This is an optimization exercise on Yosys and OpenROAD, whose aim is a short achievable clock period, not a production implementation.
At most, simulation tests tie the RTL to the original design; equivalence was not proved.

==> run a <==
==> flow/design.v (excerpt) <==
module float_core_top (
  input  logic                clk,
  input  logic                reset,
  input  logic                run,
  input  logic                prog_we,
  input  core_pkg::word_t     prog_data,
  input  core_pkg::port_sel_t p_sel,
  input  core_pkg::word_t     P0,
  input  core_pkg::word_t     P1,
  output core_pkg::word_t     P0_out,
  output core_pkg::word_t     P1_out,
  output core_pkg::word_t     result,
  output logic                result_valid
);
clock: 18.0 ns
lec_check: 0
abc_clock_period_in_ps: 4000
cap_margin: 20
core_margin: 2
core_utilization: 45
setup_slack_margin: 5
slew_margin: 20
standard.sh (not shown) runs the stock make flow with config.mk's settings and CLKGATE_MAP_FILE= SYNTH_SCRIPT=/design/flow/synth_recipe.tcl, a recipe that flattens the netlist after the stock synthesis.
==> flow/flow/run.sh <==
#!/bin/bash
# The standard layout, with three changes to how it is made:
# - timing repair aims well below the clock period (the design's own paths
#   are far shorter than the period, and repair_timing only works on paths
#   whose slack is under its margin);
# - full adders are left to abc as plain logic (no ADDER_MAP_FILE), which
#   maps the carry-save tree with faster gates than the adder cells;
# - slow cells are kept out of the netlist: the weak a222oi_1 (its only
#   size), and gates with three- or four-high transistor stacks.
# The synthesis is otherwise the standard one, with the same registers.
set -uo pipefail
here=$(cd "$(dirname "$0")" && pwd)
p=sky130_fd_sc_hd__
slow="${p}a222oi_1"
for c in or4 or4b or4bb nor4 nor4b nor4bb o2111ai a2111oi o2111a a2111o xor3 xnor3 or3 nor3 or3b nor3b; do
  slow="$slow ${p}${c}_*"
done
dont_use="$(cat "$here/platform_dont_use.txt") $slow"
bash standard.sh SETUP_SLACK_MARGIN=12 ADDER_MAP_FILE= "DONT_USE_CELLS=$dont_use" finish > make.log 2>&1
==> flow/flow/platform_dont_use.txt <==
sky130_fd_sc_hd__probe_p_8 sky130_fd_sc_hd__probec_p_8 sky130_fd_sc_hd__lpflow_bleeder_1 sky130_fd_sc_hd__lpflow_clkbufkapwr_1 sky130_fd_sc_hd__lpflow_clkbufkapwr_16 sky130_fd_sc_hd__lpflow_clkbufkapwr_2 sky130_fd_sc_hd__lpflow_clkbufkapwr_4 sky130_fd_sc_hd__lpflow_clkbufkapwr_8 sky130_fd_sc_hd__lpflow_clkinvkapwr_1 sky130_fd_sc_hd__lpflow_clkinvkapwr_16 sky130_fd_sc_hd__lpflow_clkinvkapwr_2 sky130_fd_sc_hd__lpflow_clkinvkapwr_4 sky130_fd_sc_hd__lpflow_clkinvkapwr_8 sky130_fd_sc_hd__lpflow_decapkapwr_12 sky130_fd_sc_hd__lpflow_decapkapwr_3 sky130_fd_sc_hd__lpflow_decapkapwr_4 sky130_fd_sc_hd__lpflow_decapkapwr_6 sky130_fd_sc_hd__lpflow_decapkapwr_8 sky130_fd_sc_hd__lpflow_inputiso0n_1 sky130_fd_sc_hd__lpflow_inputiso0p_1 sky130_fd_sc_hd__lpflow_inputiso1n_1 sky130_fd_sc_hd__lpflow_inputiso1p_1 sky130_fd_sc_hd__lpflow_inputisolatch_1 sky130_fd_sc_hd__lpflow_isobufsrc_1 sky130_fd_sc_hd__lpflow_isobufsrc_16 sky130_fd_sc_hd__lpflow_isobufsrc_2 sky130_fd_sc_hd__lpflow_isobufsrc_4 sky130_fd_sc_hd__lpflow_isobufsrc_8 sky130_fd_sc_hd__lpflow_isobufsrckapwr_16 sky130_fd_sc_hd__lpflow_lsbuf_lh_hl_isowell_tap_1 sky130_fd_sc_hd__lpflow_lsbuf_lh_hl_isowell_tap_2 sky130_fd_sc_hd__lpflow_lsbuf_lh_hl_isowell_tap_4 sky130_fd_sc_hd__lpflow_lsbuf_lh_isowell_4 sky130_fd_sc_hd__lpflow_lsbuf_lh_isowell_tap_1 sky130_fd_sc_hd__lpflow_lsbuf_lh_isowell_tap_2 sky130_fd_sc_hd__lpflow_lsbuf_lh_isowell_tap_4 # # Define fill cells 
==> run b (differences from run a) <==
--- a/flow/design.v
+++ b/flow/design.v
@@ -2030,34 +2030,34 @@
   assign s1_947 = s1_942 ^ s1_945;
   assign s1_948 = s1_942 & s1_945;
   assign s1_949 = a[23] ^ s1_946;
   assign s1_950 = a[23] & s1_946;
   assign row0 = {s1_948, s1_944, s1_940, s1_934, s1_928, s1_920, s1_912, s1_902, s1_892, s1_880, s1_868, s1_854, s1_840, s1_824, s1_808, s1_790, s1_772, s1_752, s1_732, s1_710, s1_688, s1_664, s1_640, s1_618, s1_596, s1_574, s1_552, s1_530, s1_510, s1_490, s1_472, s1_454, s1_438, s1_422, s1_408, s1_394, s1_391, s1_370, s1_360, s1_357, s1_347, s1_339, s1_331, s1_325, s1_319, s1_315, s1_1, s1_0};
   assign row1 = {s1_949, s1_947, s1_943, s1_939, s1_933, s1_927, s1_919, s1_911, s1_901, s1_891, s1_879, s1_867, s1_853, s1_839, s1_823, s1_807, s1_789, s1_771, s1_751, s1_731, s1_709, s1_687, s1_663, s1_639, s1_617, s1_595, s1_573, s1_551, s1_529, s1_509, s1_489, s1_471, s1_453, s1_437, s1_421, s1_407, s1_393, s1_381, s1_369, s1_359, s1_349, s1_341, s1_333, s1_327, s1_321, s1_317, s1_313, s1_311};
-  logic [11:0] low_sum;
-  assign {clo, low_sum} = {1'b0, row0[11:0]} + {1'b0, row1[11:0]};
+  logic [7:0] low_sum;
+  assign {clo, low_sum} = {1'b0, row0[7:0]} + {1'b0, row1[7:0]};
 endmodule
 module fmul_s2 (
   input  logic [47:0] row0,
   input  logic [47:0] row1,
   input  logic        clo,        
   output logic        sel,        
   output logic [22:0] man1,       
   output logic [22:0] man0        
 );
   logic [47:0] x_s, x_c, x, y_s, y_c, y;
   assign x_s = {row0[47], row0[46], row0[45], row0[44], row0[43], row0[42], row0[41], row0[40], row0[39], row0[38], row0[37], row0[36], row0[35], row0[34], row0[33], row0[32], row0[31], row0[30], row0[29], row0[28], row0[27], row0[26], row0[25], row0[24], row0[23], row0[22], row0[21], row0[20], row0[19], row0[18], row0[17], row0[16], row0[15], row0[14], row0[13], row0[12], row0[11], row0[10], row0[9], row0[8], row0[7], row0[6], row0[5], row0[4], row0[3], row0[2], row0[1], row0[0]};
   assign x_c = {row1[47], row1[46], row1[45], row1[44], row1[43], row1[42], row1[41], row1[40], row1[39], row1[38], row1[37], row1[36], row1[35], row1[34], row1[33], row1[32], row1[31], row1[30], row1[29], row1[28], row1[27], row1[26], row1[25], row1[24], row1[23], row1[22], row1[21], row1[20], row1[19], row1[18], row1[17], row1[16], row1[15], row1[14], row1[13], row1[12], row1[11], row1[10], row1[9], row1[8], row1[7], row1[6], row1[5], row1[4], row1[3], row1[2], row1[1], row1[0]};
-  assign x[47:12] = x_s[47:12] + x_c[47:12] + {35'd0, clo};
-  assign x[11:0] = '0;
+  assign x[47:8] = x_s[47:8] + x_c[47:8] + {39'd0, clo};
+  assign x[7:0] = '0;
   logic [47:0] y_g;
   assign y_s = x_s ^ x_c ^ 48'h400000;
   assign y_g = (x_s & x_c) | ((x_s | x_c) & 48'h400000);
-  assign y_c = {y_g[46:12], 13'd0};
-  assign y[47:12] = y_s[47:12] + y_c[47:12] + {35'd0, clo};
-  assign y[11:0] = '0;
+  assign y_c = {y_g[46:8], 9'd0};
+  assign y[47:8] = y_s[47:8] + y_c[47:8] + {39'd0, clo};
+  assign y[7:0] = '0;
   assign sel  = x[47];
   assign man1 = y[46:24];
   assign man0 = x[45:23];
 endmodule
 module alu (
   input  core_pkg::word_t   a,
@@ -2171,44 +2171,41 @@
   input  core_pkg::word_t      instr_next,    
   input  core_pkg::word_t      instr_after,   
   input  core_pkg::port_sel_t  p_sel,
   input  core_pkg::word_t      P0,
   input  core_pkg::word_t      P1,
   input  core_pkg::word_t      alu_result,
-  output logic                 fwd_a,         
-  output logic                 fwd_b,
-  output core_pkg::word_t      base_a,        
-  output core_pkg::word_t      base_b,
-  output logic [35:0]          base_enc_b,    
+  output core_pkg::word_t      operand_a,       
+  output core_pkg::word_t      operand_b,
+  output logic [35:0]          operand_enc_b,   
   output core_pkg::word_t      P0_out,
   output core_pkg::word_t      P1_out
 );
   core_pkg::word_t    regs [core_pkg::NUM_REGS];
-  logic               use_p0;
-  logic               use_p1;
+  core_pkg::word_t    t0;
+  core_pkg::word_t    t1;
   core_pkg::word_t    wr_data;
+  logic               none_a;
+  logic               none_b;
+  logic [35:0]        enc_r;
+  logic [35:0]        enc_t0;
+  logic [35:0]        enc_t1;
   core_pkg::reg_idx_t rs_n;
   core_pkg::reg_idx_t ra_a;
   core_pkg::reg_idx_t rb_a;
   logic               wr_n;
   core_pkg::word_t    copy_a_d;
   core_pkg::word_t    copy_b_d;
   core_pkg::word_t    copy_a;    
   core_pkg::word_t    copy_b;
   logic [35:0]        copy_enc_b;
   logic [2:0]         hit_a;     
   logic [2:0]         hit_b;
-  logic               sel_p0_a;
-  logic               sel_p1_a;
-  logic               sel_c_a;
-  logic               sel_p0_b;
-  logic               sel_p1_b;
-  logic               sel_c_b;
-  assign use_p0  = (rs == 3'd0) & ~p_sel[0];
-  assign use_p1  = (rs == 3'd1) & ~p_sel[1];
-  assign wr_data = use_p0 ? P0 : (use_p1 ? P1 : alu_result);
+  assign t0      = p_sel[0] ? alu_result : P0;
+  assign t1      = p_sel[1] ? alu_result : P1;
+  assign wr_data = (rs == 3'd0) ? t0 : ((rs == 3'd1) ? t1 : alu_result);
   always_ff @(posedge clk or posedge reset)
   begin
     if (reset)
     begin
       for (int i = 0; i < core_pkg::NUM_REGS; i++)
         regs[i] <= '0;
@@ -2244,25 +2241,23 @@
                      wr_n & (rs_n == ra_a) & (rs_n == 3'd0)};
       hit_b      <= {wr_n & (rs_n == rb_a) & (rs_n > 3'd1),
                      wr_n & (rs_n == rb_a) & (rs_n == 3'd1),
                      wr_n & (rs_n == rb_a) & (rs_n == 3'd0)};
     end
   end
-  assign sel_p0_a = hit_a[0] & ~p_sel[0];
-  assign sel_p1_a = hit_a[1] & ~p_sel[1];
-  assign fwd_a    = hit_a[2] | (hit_a[0] & p_sel[0]) | (hit_a[1] & p_sel[1]);
-  assign sel_c_a  = ~(|hit_a);
-  assign sel_p0_b = hit_b[0] & ~p_sel[0];
-  assign sel_p1_b = hit_b[1] & ~p_sel[1];
-  assign fwd_b    = hit_b[2] | (hit_b[0] & p_sel[0]) | (hit_b[1] & p_sel[1]);
-  assign sel_c_b  = ~(|hit_b);
-  assign base_a = (P0 & {32{sel_p0_a}}) | (P1 & {32{sel_p1_a}}) | (copy_a & {32{sel_c_a}});
-  assign base_b = (P0 & {32{sel_p0_b}}) | (P1 & {32{sel_p1_b}}) | (copy_b & {32{sel_c_b}});
-  assign base_enc_b = (core_pkg::booth_enc(P0[22:0]) & {36{sel_p0_b}})
-                    | (core_pkg::booth_enc(P1[22:0]) & {36{sel_p1_b}})
-                    | (copy_enc_b & {36{sel_c_b}});
+  assign none_a = ~(|hit_a);
+  assign none_b = ~(|hit_b);
+  assign operand_a = (t0 & {32{hit_a[0]}}) | (t1 & {32{hit_a[1]}})
+                   | (alu_result & {32{hit_a[2]}}) | (copy_a & {32{none_a}});
+  assign operand_b = (t0 & {32{hit_b[0]}}) | (t1 & {32{hit_b[1]}})
+                   | (alu_result & {32{hit_b[2]}}) | (copy_b & {32{none_b}});
+  assign enc_r  = core_pkg::booth_enc(alu_result[22:0]);
+  assign enc_t0 = p_sel[0] ? enc_r : core_pkg::booth_enc(P0[22:0]);
+  assign enc_t1 = p_sel[1] ? enc_r : core_pkg::booth_enc(P1[22:0]);
+  assign operand_enc_b = (enc_t0 & {36{hit_b[0]}}) | (enc_t1 & {36{hit_b[1]}})
+                       | (enc_r & {36{hit_b[2]}}) | (copy_enc_b & {36{none_b}});
   assign P0_out = regs[0];
   assign P1_out = regs[1];
 endmodule
 module float_core_top (
   input  logic                clk,
   input  logic                reset,
@@ -2279,18 +2274,13 @@
 );
   core_pkg::addr_t    pc;
   core_pkg::word_t    instr_next;   
   core_pkg::opcode_t  op;
   core_pkg::reg_idx_t rs;
   core_pkg::opcode_t  op_next;
-  logic               fwd_a;
-  logic               fwd_b;
   core_pkg::word_t    instr_after;
-  core_pkg::word_t    base_a;
-  core_pkg::word_t    base_b;
-  logic [35:0]        base_enc_b;
   core_pkg::word_t    a_next;
   core_pkg::word_t    b_next;
   core_pkg::word_t    other_next;
   logic [7:0]         nib_gt_next;
   logic [7:0]         nib_eq_next;
   logic [7:0]         nib_gt_q;     
@@ -2351,17 +2341,15 @@
     .instr_next  (instr_next),
     .instr_after (instr_after),
     .p_sel      (p_sel),
     .P0         (P0),
     .P1         (P1),
     .alu_result (result),
-    .fwd_a      (fwd_a),
-    .fwd_b      (fwd_b),
-    .base_a     (base_a),
-    .base_b     (base_b),
-    .base_enc_b (base_enc_b),
+    .operand_a     (a_next),
+    .operand_b     (b_next),
+    .operand_enc_b (enc_next),
     .P0_out     (P0_out),
     .P1_out     (P1_out)
   );
   fmul_s2 u_fmul_s2 (
     .row0 (row0_q),
     .row1 (row1_q),
@@ -2377,15 +2365,12 @@
     .is_lt  (is_lt_q),
     .bit0   (cmp_bit)
   );
   assign res1 = {hi1_q, (man1 & {23{norm1_q}}) | other_q[22:0] | {22'd0, cmp_bit}};
   assign res0 = {hi0_q, (man0 & {23{norm0_q}}) | other_q[22:0] | {22'd0, cmp_bit}};
   assign result = sel ? res1 : res0;
-  assign a_next = base_a | (result & {32{fwd_a}});
-  assign b_next = base_b | (result & {32{fwd_b}});
-  assign enc_next = base_enc_b | (core_pkg::booth_enc(result[22:0]) & {36{fwd_b}});
   assign op_next = instr_next[core_pkg::OP_MSB -: 4];
   alu u_alu (
     .a          (a_next),
     .b          (b_next),
     .op         (op_next),
     .alu_result (other_next),
==> comparison <==
Run a completed with no timing, DRC or antenna violations. Run b completed without violations. Via count: run b is higher than run a (7.9%). Between run b and run a, the lower critical path depth is in run b (gap 8). Worst hold slack: run a is higher than run b (0.035 ns). Core utilization: run b is lower than run a (0.68 points).


==> build 32 <==
float_core_top, a different RTL version from the one above (not shown whole).
## float_core_top
module float_core_top (
  input  logic                clk,
  input  logic                reset,
  input  logic                run,
  input  logic                prog_we,
  input  core_pkg::word_t     prog_data,
  input  core_pkg::port_sel_t p_sel,
  input  core_pkg::word_t     P0,
  input  core_pkg::word_t     P1,
  output core_pkg::word_t     P0_out,
  output core_pkg::word_t     P1_out,
  output core_pkg::word_t     result,
  output logic                result_valid
);
  core_pkg::addr_t    pc;
  core_pkg::word_t    instr_next;   
  core_pkg::opcode_t  op;
  core_pkg::reg_idx_t rs;
  logic               is_fmul;
  core_pkg::word_t    a_next;
  core_pkg::word_t    b_next;
  core_pkg::word_t    other_next;
  core_pkg::word_t    other_q;      
  core_pkg::word_t    fmul_out;
  pc_sequencer u_pc_sequencer (
    .clk     (clk),
    .reset   (reset),
    .run     (run),
    .prog_we (prog_we),
    .pc      (pc)
  );
  program_mem u_program_mem (
    .clk       (clk),
    .reset     (reset),
    .prog_we   (prog_we),
    .prog_data (prog_data),
    .pc        (pc),
  ...
==> module program_mem, before the edit <==
module program_mem (
  input  logic            clk,
  input  logic            reset,
  input  logic            prog_we,
  input  core_pkg::word_t prog_data,
  input  core_pkg::addr_t pc,
  output core_pkg::word_t instr
);
  core_pkg::word_t mem [core_pkg::PROG_DEPTH];
  core_pkg::addr_t rd_addr;
  always_ff @(posedge clk)
  begin
    if (prog_we)
      mem[pc] <= prog_data;
  end
  always_ff @(posedge clk or posedge reset)
  begin
    if (reset)
      rd_addr <= '0;
    else
      rd_addr <= pc;   
  end
  assign instr = mem[rd_addr];
endmodule
make LEC_CHECK=0 ABC_CLOCK_PERIOD_IN_PS=5000 CAP_MARGIN=20 CORE_MARGIN=2 CORE_UTILIZATION=40 SETUP_SLACK_MARGIN=5 SLEW_MARGIN=20 finish   # period 18.0 ns
run.sh (not shown) runs the stock make flow with config.mk's settings and CLKGATE_MAP_FILE= SYNTH_SCRIPT=/design/flow/synth_recipe.tcl, a recipe that flattens the netlist after the stock synthesis.
Stock flow here: none of the scripts above is used.
==> build 82 (differences from build 32) <==
--- a/flow/design.v
+++ b/flow/design.v
@@ -66,4 +66,5 @@
   core_pkg::word_t mem [core_pkg::PROG_DEPTH];
   core_pkg::addr_t rd_addr;
+  core_pkg::word_t rd_data;
   always_ff @(posedge clk)
   begin
@@ -78,5 +79,9 @@
       rd_addr <= pc;   
   end
-  assign instr = mem[rd_addr];
+  always_ff @(posedge clk)
+  begin
+    rd_data <= prog_we ? prog_data : mem[pc];
+  end
+  assign instr = rd_data;
 endmodule
 module instr_decode (
==> flow/flow/run.sh (new file) <==
#!/bin/bash
# The standard layout, with timing repair aimed well below the clock period:
# the design's own critical loop is far shorter than the period, and
# repair_timing only works on paths whose slack is under its margin.
set -uo pipefail
bash standard.sh SETUP_SLACK_MARGIN=12 finish > make.log 2>&1
==> flow/standard.sh (new file) <==
#!/bin/bash
# synth_recipe.tcl (not shown) runs the flow's synth.tcl, then flattens the netlist and writes it again
# the make line also repeats each setting of config.mk as NAME=value (left out here)
make -C /OpenROAD-flow-scripts/flow DESIGN_CONFIG=/design/flow/config.mk WORK_HOME=/design/flow/orfs CLKGATE_MAP_FILE= SYNTH_SCRIPT=/design/flow/synth_recipe.tcl "${@:-finish}"
Settings changed: ABC_CLOCK_PERIOD_IN_PS 5000 to 4000.
removed: flow/run.sh
==> trial 65 (differences from build 32) <==
--- a/flow/design.v
+++ b/flow/design.v
@@ -66,4 +66,5 @@
   core_pkg::word_t mem [core_pkg::PROG_DEPTH];
   core_pkg::addr_t rd_addr;
+  core_pkg::word_t rd_data;
   always_ff @(posedge clk)
   begin
@@ -78,5 +79,9 @@
       rd_addr <= pc;   
   end
-  assign instr = mem[rd_addr];
+  always_ff @(posedge clk)
+  begin
+    rd_data <= prog_we ? prog_data : mem[pc];
+  end
+  assign instr = rd_data;
 endmodule
 module instr_decode (
Settings changed: ABC_CLOCK_PERIOD_IN_PS 5000 to 4000.
==> build 62 (differences from build 32) <==
Settings changed: ABC_CLOCK_PERIOD_IN_PS 5000 to unset, SETUP_SLACK_MARGIN 5 to unset.
==> comparison <==
- Count of clock-buffer cells in the layout is the same in trial 65 and build 32.
- Against build 32, the clock skew of build 82 is lower by 0.030 ns.
- Worst setup slack: build 62 is better than trial 65 (0.16 ns).
- Wire length: build 32 is larger than build 62 (0.41%).
- Die area is the same in build 82 and trial 65.
- In build 62 the critical path depth is lower than in build 32, by 2.
==> figures <==
quantity	build 32	trial 65	build 62	build 82
Run status	complete, no violations	complete, no violations	complete, no violations	complete, no violations
Hold WS	0.464 ns	0.467 ns	0.466 ns	0.484 ns
Reg-to-reg startpoint	u_program_mem.rd_addr[0]$_DFF_PP0_	u_fmul.row2_q[3]$_DFF_PP0_	u_program_mem.rd_addr[0]$_DFF_PP0_	u_fmul.row0_q[11]$_DFF_PP0_
Inverters	452	454	452	463
Y dimension of the die	395 microns	396 microns	395 microns	396 microns
Slowest cell on crit path	sky130_fd_sc_hd__dfrtp_4	sky130_fd_sc_hd__nor4_2	sky130_fd_sc_hd__dfrtp_4	sky130_fd_sc_hd__fa_2
Met1 wire length	94,300 microns	95,700 microns	91,800 microns	101,000 microns
Register-to-register setup slack	6.95 ns	7.44 ns	7.28 ns	10.03 ns
Most common cell on crit path	sky130_fd_sc_hd__fa_1	sky130_fd_sc_hd__fa_1	-	sky130_fd_sc_hd__buf_6
Sum of net half-perimeters after detailed placement	162,000 microns	166,000 microns	161,000 microns	164,000 microns
Average cell area after synthesis	9.94 sq um	10.0 sq um	9.94 sq um	10.0 sq um
Mux cell area share after synthesis	6.36%	6.60%	6.36%	6.60%
Hold worst-path end	u_program_mem.rd_addr[0]$_DFF_PP0_	-	u_program_mem.rd_addr[0]$_DFF_PP0_	u_reg_bank.regs[5][10]$_DFFE_PP0P_
First-pass GRT wire length	340,000 microns	350,000 microns	340,000 microns	377,000 microns
No run of this note included a check of the RTL's function; only the layout flow was run.

-- separate check: timing with driven ports --
The flow's constraints put no driver on any port. The routed layouts listed below were extracted and timed again, unchanged, in two steps. Step 1 sets driving cells, clkbuf_16 on the clock port and buf_2 on the other inputs (assumed; they add their load-dependent delay and slew). Step 2 times the ports against the registers' clock, not the clock port: input delays grow and output delays shrink by t, the midpoint of the rising clock arrivals with the driver on. Slacks: ideal ports / drivers / drivers and shift; pairs: ideal ports / drivers.
run	t (ns)	setup WS [ns]	pins driven straight from the clock port
run a	0.802	10.558 / 10.578 / 9.801	1
run b	0.805	10.518 / 10.441 / 10.079	1
build 32	0.788	6.947 / 6.947 / 6.655	1
build 82	0.801	9.455 / 9.378 / 9.254	1
trial 65	0.804	7.114 / 7.165 / 6.361	1
build 62	0.782	7.276 / 7.276 / 6.917	1
After both steps setup and hold are still met in every run listed. For run a, which loses most, drivers alone change the setup slack by +0.020 ns; drivers and shift together by -0.757 ns.
